This is an optimization exercise on Yosys and OpenROAD, whose aim is small area, a short achievable clock period and few clock cycles, not a production implementation. Where RTL was checked, it was by simulation tests only, not by an equivalence proof against the original. Power and IR drop assume default switching activity.

==> flow/design.v <==
`default_nettype none
package pfti_pkg;
    localparam int IndexBits = 31;
    localparam int CountBits = 16;
    localparam int FaceBits  = 30;
    localparam int PaddrBits = 3;
    localparam int PdataBits = 32;
    localparam logic [PaddrBits-1:0] CfgAddrFlip = 3'd0;
    localparam logic FuncHeader = 1'b0;
    localparam logic FuncVertex = 1'b1;
    localparam logic [1:0] HideNone  = 2'd0;
    localparam logic [1:0] HideFirst = 2'd1;
    localparam logic [1:0] HideLast  = 2'd2;
    localparam logic [1:0] HideBoth  = 2'd3;
    localparam int ItemBits = 1 + CountBits + 1 + IndexBits;
    localparam int ResultBits = 3 * IndexBits + FaceBits + 2 + IndexBits;
    localparam logic [1:0] FAN_SINGLE = 2'd0;
    localparam logic [1:0] FAN_FIRST  = 2'd1;
    localparam logic [1:0] FAN_MIDDLE = 2'd2;
    localparam logic [1:0] FAN_LAST   = 2'd3;
    localparam int JobBits = 3 * IndexBits + FaceBits + 2 + IndexBits + CountBits;
endpackage
`default_nettype wire
`default_nettype none
module polygon_fan_triangle_indexer (
    input  wire                                  clk,
    input  wire                                  rst_n,
    input  wire                                  item_valid,
    output logic                                 item_ready,
    input  wire [pfti_pkg::ItemBits-1:0]         item_data,
    output logic                                 result_valid,
    input  wire                                  result_ready,
    output logic [pfti_pkg::ResultBits-1:0]      result_data,
    input  wire                                  psel,
    input  wire                                  penable,
    input  wire                                  pwrite,
    input  wire [pfti_pkg::PaddrBits-1:0]        paddr,
    input  wire [pfti_pkg::PdataBits-1:0]        pwdata,
    output logic [pfti_pkg::PdataBits-1:0]       prdata,
    output logic                                 pready
);
    localparam int IndexBits = pfti_pkg::IndexBits;
    localparam int CountBits = pfti_pkg::CountBits;
    localparam int FaceBits  = pfti_pkg::FaceBits;
    logic flip_reg;
    logic cfg_write;
    assign pready    = 1'b1;
    assign cfg_write = psel && penable && pwrite && (paddr == pfti_pkg::CfgAddrFlip);
    assign prdata    = {31'b0, flip_reg && (paddr == pfti_pkg::CfgAddrFlip)};
    always_ff @(posedge clk or negedge rst_n)
    begin
        if (!rst_n)
            flip_reg <= 1'b0;
        else if (cfg_write)
            flip_reg <= pwdata[0];
    end
    logic                 item_func;
    logic [CountBits-1:0] item_count;
    logic                 item_hole;
    logic [IndexBits-1:0] item_index;
    assign {item_func, item_count, item_hole, item_index} = item_data;
    logic [FaceBits-1:0]  face_reg;
    logic [IndexBits-1:0] edge_reg;
    logic [CountBits-1:0] span_reg;
    logic                 gt1_reg, gt2_reg, eq3_reg, eq4_reg;
    logic                 live_reg;      
    logic [1:0]           pc_reg;        
    logic                 n3_reg;        
    logic                 fan_reg;       
    logic [IndexBits-1:0] ca_reg;
    logic [IndexBits-1:0] cb_reg;
    logic [IndexBits-1:0] cc_reg;
    logic [1:0]           hide_reg;      
    logic [1:0]           hn_reg;        
    logic [1:0]           mode_reg;      
    logic                 pend_reg;      
    logic hold;
    logic stepping;
    logic cut;
    logic take_header;
    logic take_vertex;
    logic emit;
    logic step;              
    logic live_next;
    logic [IndexBits-1:0] edge_sum;
    logic last;              
    assign hold = pend_reg && !result_ready;
    assign stepping = pc_reg[1] && !n3_reg && live_reg;
    assign item_ready = (!hold && (item_func == pfti_pkg::FuncVertex || !stepping))
                     || (item_func == pfti_pkg::FuncVertex && !live_reg);
    assign cut = item_valid && !hold && item_func == pfti_pkg::FuncHeader && stepping;
    assign take_header = item_valid && !hold && item_func == pfti_pkg::FuncHeader && !stepping;
    assign take_vertex = item_valid && !hold && item_func == pfti_pkg::FuncVertex && live_reg;
    assign emit        = take_vertex && pc_reg[1] && fan_reg;
    assign step        = take_vertex && pc_reg[1] && !n3_reg;
    assign last        = eq3_reg;
    assign edge_sum = stepping ? edge_reg + IndexBits'(1) : edge_reg + IndexBits'(span_reg);
    always_comb
    begin
        case (pc_reg)
            2'd0:    live_next = gt1_reg;
            2'd1:    live_next = gt2_reg;
            default: live_next = !n3_reg && !last;
        endcase
    end
    always_ff @(posedge clk or negedge rst_n)
    begin
        if (!rst_n)
        begin
            face_reg <= '1;
            edge_reg <= '0;
            span_reg <= '0;
            gt1_reg  <= 1'b0;
            gt2_reg  <= 1'b0;
            eq3_reg  <= 1'b0;
            eq4_reg  <= 1'b0;
            pc_reg   <= 2'd0;
            live_reg <= 1'b0;
            pend_reg <= 1'b0;
        end
        else
        begin
            if (take_header)
            begin
                face_reg <= face_reg + FaceBits'(1);
                span_reg <= item_count;
                gt1_reg  <= (item_count > CountBits'(1));
                gt2_reg  <= (item_count > CountBits'(2));
                eq3_reg  <= (item_count == CountBits'(3));
                eq4_reg  <= (item_count == CountBits'(4));
                pc_reg   <= 2'd0;
                live_reg <= (item_count != '0);
            end
            else if (cut)
                live_reg <= 1'b0;
            else if (take_vertex)
            begin
                live_reg <= live_next;
                if (pc_reg != 2'd3)
                    pc_reg <= pc_reg + 2'd1;
                if (step)
                begin
                    span_reg <= span_reg - CountBits'(1);
                    gt1_reg  <= (span_reg > CountBits'(2));
                    gt2_reg  <= (span_reg > CountBits'(3));
                    eq3_reg  <= (span_reg == CountBits'(4));
                    eq4_reg  <= (span_reg == CountBits'(5));
                end
            end
            if (take_header || step)
                edge_reg <= edge_sum;
            if (!hold)
                pend_reg <= emit;
        end
    end
    always_ff @(posedge clk)
    begin
        if (take_header)
        begin
            n3_reg   <= (item_count == CountBits'(3));
            fan_reg  <= (item_count >= CountBits'(3)) && !item_hole;
        end
        if (take_vertex)
        begin
            if (!sa_reg[0])
                ca_reg <= ca_next;
            if (!sb_reg[1])
                cb_reg <= cb_next;
            if (!sc_reg[2])
                cc_reg <= cc_next;
            hide_reg  <= hide_next;
            hn_reg    <= hn_next;
            mode_reg  <= mode_next;
        end
    end
    logic [1:0] hide_next;
    logic [1:0] hn_next;
    logic [1:0] mode_next;
    logic [IndexBits-1:0] ca_next, cb_next, cc_next;
    always_comb
    begin
        if (n3_reg)
            hn_next = pfti_pkg::HideNone;
        else if (pc_reg == 2'd1)
            hn_next = pfti_pkg::HideFirst;
        else if (eq4_reg)
            hn_next = pfti_pkg::HideLast;
        else
            hn_next = pfti_pkg::HideBoth;
        hide_next = hn_reg;
        if (!flip_reg)
            mode_next = 2'd0;
        else if (hide_next == pfti_pkg::HideFirst)
            mode_next = 2'd2;
        else if (hide_next == pfti_pkg::HideLast)
            mode_next = 2'd3;
        else
            mode_next = 2'd1;
        ca_next = ({IndexBits{sa_reg[1]}} & cb_reg) | ({IndexBits{sa_reg[2]}} & cc_reg)
                | ({IndexBits{sa_reg[3]}} & item_index);
        cb_next = ({IndexBits{sb_reg[0]}} & ca_reg) | ({IndexBits{sb_reg[2]}} & cc_reg)
                | ({IndexBits{sb_reg[3]}} & item_index);
        cc_next = ({IndexBits{sc_reg[0]}} & ca_reg) | ({IndexBits{sc_reg[1]}} & cb_reg)
                | ({IndexBits{sc_reg[3]}} & item_index);
    end
    localparam logic [3:0] SrcA = 4'b0001;
    localparam logic [3:0] SrcB = 4'b0010;
    localparam logic [3:0] SrcC = 4'b0100;
    localparam logic [3:0] SrcX = 4'b1000;
    logic [3:0] sa_reg, sb_reg, sc_reg;
    logic [1:0] pc_d, mode_d, hn_d, mn_d;
    logic       flip_d;
    logic [3:0] o_src, u_src, sa_d, sb_d, sc_d;
    always_comb
    begin
        if (take_header)
            pc_d = 2'd0;
        else if (take_vertex && pc_reg != 2'd3)
            pc_d = pc_reg + 2'd1;
        else
            pc_d = pc_reg;
        mode_d = take_vertex ? mode_next : mode_reg;
        hn_d   = take_vertex ? hn_next : hn_reg;
        flip_d = cfg_write ? pwdata[0] : flip_reg;
        if (!flip_d)
            mn_d = 2'd0;
        else if (hn_d == pfti_pkg::HideFirst)
            mn_d = 2'd2;
        else if (hn_d == pfti_pkg::HideLast)
            mn_d = 2'd3;
        else
            mn_d = 2'd1;
        case (mode_d)
            2'd0:    begin o_src = SrcA; u_src = SrcB; end
            2'd1:    begin o_src = SrcA; u_src = SrcC; end
            2'd2:    begin o_src = SrcC; u_src = SrcB; end
            default: begin o_src = SrcB; u_src = SrcA; end
        endcase
        if (pc_d == 2'd0)
            o_src = SrcX;
        case (mn_d)
            2'd0:    begin sa_d = o_src; sb_d = SrcX;  sc_d = u_src; end
            2'd1:    begin sa_d = o_src; sb_d = u_src; sc_d = SrcX;  end
            2'd2:    begin sa_d = u_src; sb_d = SrcX;  sc_d = o_src; end
            default: begin sa_d = SrcX;  sb_d = o_src; sc_d = u_src; end
        endcase
    end
    always_ff @(posedge clk)
    begin
        sa_reg <= sa_d;
        sb_reg <= sb_d;
        sc_reg <= sc_d;
    end
    assign result_valid = pend_reg;
    assign result_data  = {ca_reg, cb_reg, cc_reg, face_reg, hide_reg, edge_reg};
endmodule
`default_nettype wire
export LEC_CHECK = 0
export CAP_MARGIN = 20
export CORE_MARGIN = 2
export CORE_UTILIZATION = 50
export SETUP_SLACK_MARGIN = 1.7
export SLEW_MARGIN = 20
create_clock -name core_clock -period 4.0 [get_ports {clk}]
standard.sh (not shown) runs the stock make flow with config.mk's settings and CLKGATE_MAP_FILE= SYNTH_SCRIPT=/design/flow/synth_recipe.tcl, a recipe that flattens the netlist after the stock synthesis.
==> flow/flow/run.sh <==
#!/bin/bash
# The standard layout, with plain buffers on the ports instead of the delay cell that
# buffer_ports picks by default. The full output of the run goes to standard.log.
set -euo pipefail
export BUFFER_PORTS_ARGS="-buffer_cell sky130_fd_sc_hd__buf_1"
bash standard.sh > standard.log 2>&1
Testbench counts at the start, summed over its fixed seeds: cycles 38,260.
Next try:
--- a/flow/design.v
+++ b/flow/design.v
@@ -62,7 +62,6 @@
     logic [FaceBits-1:0]  face_reg;
     logic [IndexBits-1:0] edge_reg;
     logic [CountBits-1:0] span_reg;
-    logic                 gt1_reg, gt2_reg, eq3_reg, eq4_reg;
     logic                 live_reg;      
     logic [1:0]           pc_reg;        
     logic                 n3_reg;        
@@ -75,8 +74,6 @@
     logic [1:0]           mode_reg;      
     logic                 pend_reg;      
     logic hold;
-    logic stepping;
-    logic cut;
     logic take_header;
     logic take_vertex;
     logic emit;
@@ -85,21 +82,19 @@
     logic [IndexBits-1:0] edge_sum;
     logic last;              
     assign hold = pend_reg && !result_ready;
-    assign stepping = pc_reg[1] && !n3_reg && live_reg;
-    assign item_ready = (!hold && (item_func == pfti_pkg::FuncVertex || !stepping))
-                     || (item_func == pfti_pkg::FuncVertex && !live_reg);
-    assign cut = item_valid && !hold && item_func == pfti_pkg::FuncHeader && stepping;
-    assign take_header = item_valid && !hold && item_func == pfti_pkg::FuncHeader && !stepping;
+    assign item_ready = !hold || (item_func == pfti_pkg::FuncVertex && !live_reg);
+    assign take_header = item_valid && !hold && item_func == pfti_pkg::FuncHeader;
     assign take_vertex = item_valid && !hold && item_func == pfti_pkg::FuncVertex && live_reg;
     assign emit        = take_vertex && pc_reg[1] && fan_reg;
     assign step        = take_vertex && pc_reg[1] && !n3_reg;
-    assign last        = eq3_reg;
-    assign edge_sum = stepping ? edge_reg + IndexBits'(1) : edge_reg + IndexBits'(span_reg);
+    assign last        = (span_reg == CountBits'(3));
+    assign edge_sum = (item_func == pfti_pkg::FuncHeader) ? edge_reg + IndexBits'(span_reg)
+                                                          : edge_reg + IndexBits'(1);
     always_comb
     begin
         case (pc_reg)
-            2'd0:    live_next = gt1_reg;
-            2'd1:    live_next = gt2_reg;
+            2'd0:    live_next = (span_reg > CountBits'(1));
+            2'd1:    live_next = (span_reg > CountBits'(2));
             default: live_next = !n3_reg && !last;
         endcase
     end
@@ -110,10 +105,6 @@
             face_reg <= '1;
             edge_reg <= '0;
             span_reg <= '0;
-            gt1_reg  <= 1'b0;
-            gt2_reg  <= 1'b0;
-            eq3_reg  <= 1'b0;
-            eq4_reg  <= 1'b0;
             pc_reg   <= 2'd0;
             live_reg <= 1'b0;
             pend_reg <= 1'b0;
@@ -124,28 +115,16 @@
             begin
                 face_reg <= face_reg + FaceBits'(1);
                 span_reg <= item_count;
-                gt1_reg  <= (item_count > CountBits'(1));
-                gt2_reg  <= (item_count > CountBits'(2));
-                eq3_reg  <= (item_count == CountBits'(3));
-                eq4_reg  <= (item_count == CountBits'(4));
                 pc_reg   <= 2'd0;
                 live_reg <= (item_count != '0);
             end
-            else if (cut)
-                live_reg <= 1'b0;
             else if (take_vertex)
             begin
                 live_reg <= live_next;
                 if (pc_reg != 2'd3)
                     pc_reg <= pc_reg + 2'd1;
                 if (step)
-                begin
                     span_reg <= span_reg - CountBits'(1);
-                    gt1_reg  <= (span_reg > CountBits'(2));
-                    gt2_reg  <= (span_reg > CountBits'(3));
-                    eq3_reg  <= (span_reg == CountBits'(4));
-                    eq4_reg  <= (span_reg == CountBits'(5));
-                end
             end
             if (take_header || step)
                 edge_reg <= edge_sum;
@@ -162,12 +141,9 @@
         end
         if (take_vertex)
         begin
-            if (!sa_reg[0])
-                ca_reg <= ca_next;
-            if (!sb_reg[1])
-                cb_reg <= cb_next;
-            if (!sc_reg[2])
-                cc_reg <= cc_next;
+            ca_reg    <= ca_next;
+            cb_reg    <= cb_next;
+            cc_reg    <= cc_next;
             hide_reg  <= hide_next;
             hn_reg    <= hn_next;
             mode_reg  <= mode_next;
@@ -183,7 +159,7 @@
             hn_next = pfti_pkg::HideNone;
         else if (pc_reg == 2'd1)
             hn_next = pfti_pkg::HideFirst;
-        else if (eq4_reg)
+        else if (span_reg == CountBits'(4))
             hn_next = pfti_pkg::HideLast;
         else
             hn_next = pfti_pkg::HideBoth;
@@ -196,12 +172,12 @@
             mode_next = 2'd3;
         else
             mode_next = 2'd1;
-        ca_next = ({IndexBits{sa_reg[1]}} & cb_reg) | ({IndexBits{sa_reg[2]}} & cc_reg)
-                | ({IndexBits{sa_reg[3]}} & item_index);
-        cb_next = ({IndexBits{sb_reg[0]}} & ca_reg) | ({IndexBits{sb_reg[2]}} & cc_reg)
-                | ({IndexBits{sb_reg[3]}} & item_index);
+        ca_next = ({IndexBits{sa_reg[0]}} & ca_reg) | ({IndexBits{sa_reg[1]}} & cb_reg)
+                | ({IndexBits{sa_reg[2]}} & cc_reg) | ({IndexBits{sa_reg[3]}} & item_index);
+        cb_next = ({IndexBits{sb_reg[0]}} & ca_reg) | ({IndexBits{sb_reg[1]}} & cb_reg)
+                | ({IndexBits{sb_reg[2]}} & cc_reg) | ({IndexBits{sb_reg[3]}} & item_index);
         cc_next = ({IndexBits{sc_reg[0]}} & ca_reg) | ({IndexBits{sc_reg[1]}} & cb_reg)
-                | ({IndexBits{sc_reg[3]}} & item_index);
+                | ({IndexBits{sc_reg[2]}} & cc_reg) | ({IndexBits{sc_reg[3]}} & item_index);
     end
     localparam logic [3:0] SrcA = 4'b0001;
     localparam logic [3:0] SrcB = 4'b0010;
Effect: The changed run passed the timing, DRC and antenna checks. Clock skew fell by 0.0039 ns. Setup slack is about the same. Sequential power rose by about 5%. Cell area rose by 3.7%. Die area rose by about 2.8%.
Function not checked in the second run of this note: the RTL went through the layout flow alone.

========
polygon_fan_triangle_indexer, a different RTL version from the one above (not shown whole).
Size in the first run: about 970 cells after synthesis, ~200 flip-flops, ~280 I/O pins.
clock: 4.0 ns
lec_check: 0
cap_margin: 20
core_margin: 2
core_utilization: 50
setup_slack_margin: 1.7
slew_margin: 20
Scripts as last shown in full above: flow/flow/run.sh
The starting point passed the timing, DRC and antenna checks.
Edit:
--- a/flow/design.v
+++ b/flow/design.v
@@ -76,47 +76,51 @@
     logic [1:0]           mode_reg;      
     logic                 pend_reg;      
     logic hold;
     logic stepping;
     logic cut;
     logic take_header;
     logic take_vertex;
     logic emit;
     logic step;              
     logic live_next;
-    logic [IndexBits-1:0] edge_sum;
+    logic [16:0] edge_lo_sum;
+    logic        edge_hi_up;
+    logic        carry_reg;      
     logic last;              
     assign hold = pend_reg && !result_ready;
     assign stepping = stepping_reg;
     assign item_ready = (!hold && (item_func == pfti_pkg::FuncVertex || !stepping))
                      || (item_func == pfti_pkg::FuncVertex && !live_reg);
     assign cut = item_valid && !hold && item_func == pfti_pkg::FuncHeader && stepping;
     assign take_header = item_valid && !hold && item_func == pfti_pkg::FuncHeader && !stepping;
     assign take_vertex = item_valid && !hold && item_func == pfti_pkg::FuncVertex && live_reg;
     assign emit        = take_vertex && pc_reg[1] && fan_reg;
     assign step        = take_vertex && pc_reg[1] && !n3_reg;
     assign last        = eq3_reg;
-    assign edge_sum = stepping ? edge_reg + IndexBits'(1) : edge_reg + IndexBits'(span_reg);
+    assign edge_lo_sum = {1'b0, edge_reg[15:0]} + (stepping ? 17'd1 : {1'b0, span_reg});
+    assign edge_hi_up  = carry_reg || (step && (&edge_reg[15:0]));
     always_comb
     begin
         case (pc_reg)
             2'd0:    live_next = gt1_reg;
             2'd1:    live_next = gt2_reg;
             default: live_next = !n3_reg && !last;
         endcase
     end
     always_ff @(posedge clk or negedge rst_n)
     begin
         if (!rst_n)
         begin
             face_reg <= '1;
             edge_reg <= '0;
+            carry_reg <= 1'b0;
             span_reg <= '0;
             gt1_reg  <= 1'b0;
             gt2_reg  <= 1'b0;
             eq3_reg  <= 1'b0;
             eq4_reg  <= 1'b0;
             pc_reg   <= 2'd0;
             live_reg <= 1'b0;
             stepping_reg <= 1'b0;
             pend_reg <= 1'b0;
         end
@@ -148,43 +152,57 @@
                 if (step)
                 begin
                     span_reg <= span_reg - CountBits'(1);
                     gt1_reg  <= (span_reg > CountBits'(2));
                     gt2_reg  <= (span_reg > CountBits'(3));
                     eq3_reg  <= (span_reg == CountBits'(4));
                     eq4_reg  <= (span_reg == CountBits'(5));
                 end
             end
             if (take_header || step)
-                edge_reg <= edge_sum;
+                edge_reg[15:0] <= edge_lo_sum[15:0];
+            if (edge_hi_up)
+                edge_reg[30:16] <= edge_reg[30:16] + 15'd1;
+            carry_reg <= take_header && edge_lo_sum[16];
             if (!hold)
                 pend_reg <= emit;
+        end
+    end
+    always_ff @(posedge clk or negedge rst_n)
+    begin
+        if (!rst_n)
+        begin
+            hn_reg   <= 2'd0;
+            mode_reg <= 2'd0;
+        end
+        else if (take_vertex)
+        begin
+            hn_reg   <= hn_next;
+            mode_reg <= mode_next;
         end
     end
     always_ff @(posedge clk)
     begin
         if (take_header)
         begin
             n3_reg   <= (item_count == CountBits'(3));
             fan_reg  <= (item_count >= CountBits'(3)) && !item_hole;
         end
         if (take_vertex)
         begin
             if (!sa_reg[0])
                 ca_reg <= ca_next;
             if (!sb_reg[1])
                 cb_reg <= cb_next;
             if (!sc_reg[2])
                 cc_reg <= cc_next;
             hide_reg  <= hide_next;
-            hn_reg    <= hn_next;
-            mode_reg  <= mode_next;
         end
     end
     logic [1:0] hide_next;
     logic [1:0] hn_next;
     logic [1:0] mode_next;
     logic [IndexBits-1:0] ca_next, cb_next, cc_next;
     always_comb
     begin
         if (n3_reg)
             hn_next = pfti_pkg::HideNone;
After rerunning: Wire length climbs by 0.52%; hold slack improved by 0.16 ns; design area decreases by 1.1%; clock-buffer cell count grows by 11; core utilization climbs by 0.48 points; non-clock buffer count goes down by 37; power is higher by 9.9%; combinational power is higher by about 1%; global-route usage is about the same; critical path depth went down by 1; worst setup slack improves by 0.19 ns; first-iteration DRC count decreases by 12%; via count is about the same; area after synthesis stays flat.
Testbench counts after the change, summed over its fixed seeds: cycles 38,260.
For the first run of this note, only the layout was checked, not whether the RTL still works.

port drivers added, routing unchanged:
Ports are ideal in the flow. The routed layouts listed here were re-timed in OpenROAD.
Step 1, drivers: a clkbuf_16 drives clk and a buf_2 each remaining input, both assumed.
Step 2 moves the port delays by t, midway between the first and last clock arrival at a register: inputs arrive t later, outputs are due t later. That takes back most of the time a late clock gives input paths.
a / b / c = ideal ports / drivers / drivers and shift; a / b = the first two.
| run | t, ns | setup slack, ns | hold slack, ns | worst register clock-pin slew, ns |
|---|---|---|---|---|
| the first run of note 1 | 0.473 | 1.308 / 1.308 / 0.992 | 0.465 / 0.465 / 0.465 | 0.08 / 0.08 |
| the second run of note 1 | 0.476 | 1.307 / 1.307 / 0.931 | 0.437 / 0.412 / 0.483 | 0.08 / 0.08 |
| the first run of note 2 | 0.482 | 1.387 / 1.387 / 1.113 | 0.267 / 0.241 / 0.471 | 0.08 / 0.08 |
| the second run of note 2 | 0.548 | 1.578 / 1.578 / 1.101 | 0.431 / 0.407 / 0.470 | 0.06 / 0.06 |
After both steps every run listed still meets setup and hold. For the second run of note 2, which loses most, drivers alone change the setup slack by 0.000 ns; drivers and shift together by -0.477 ns.
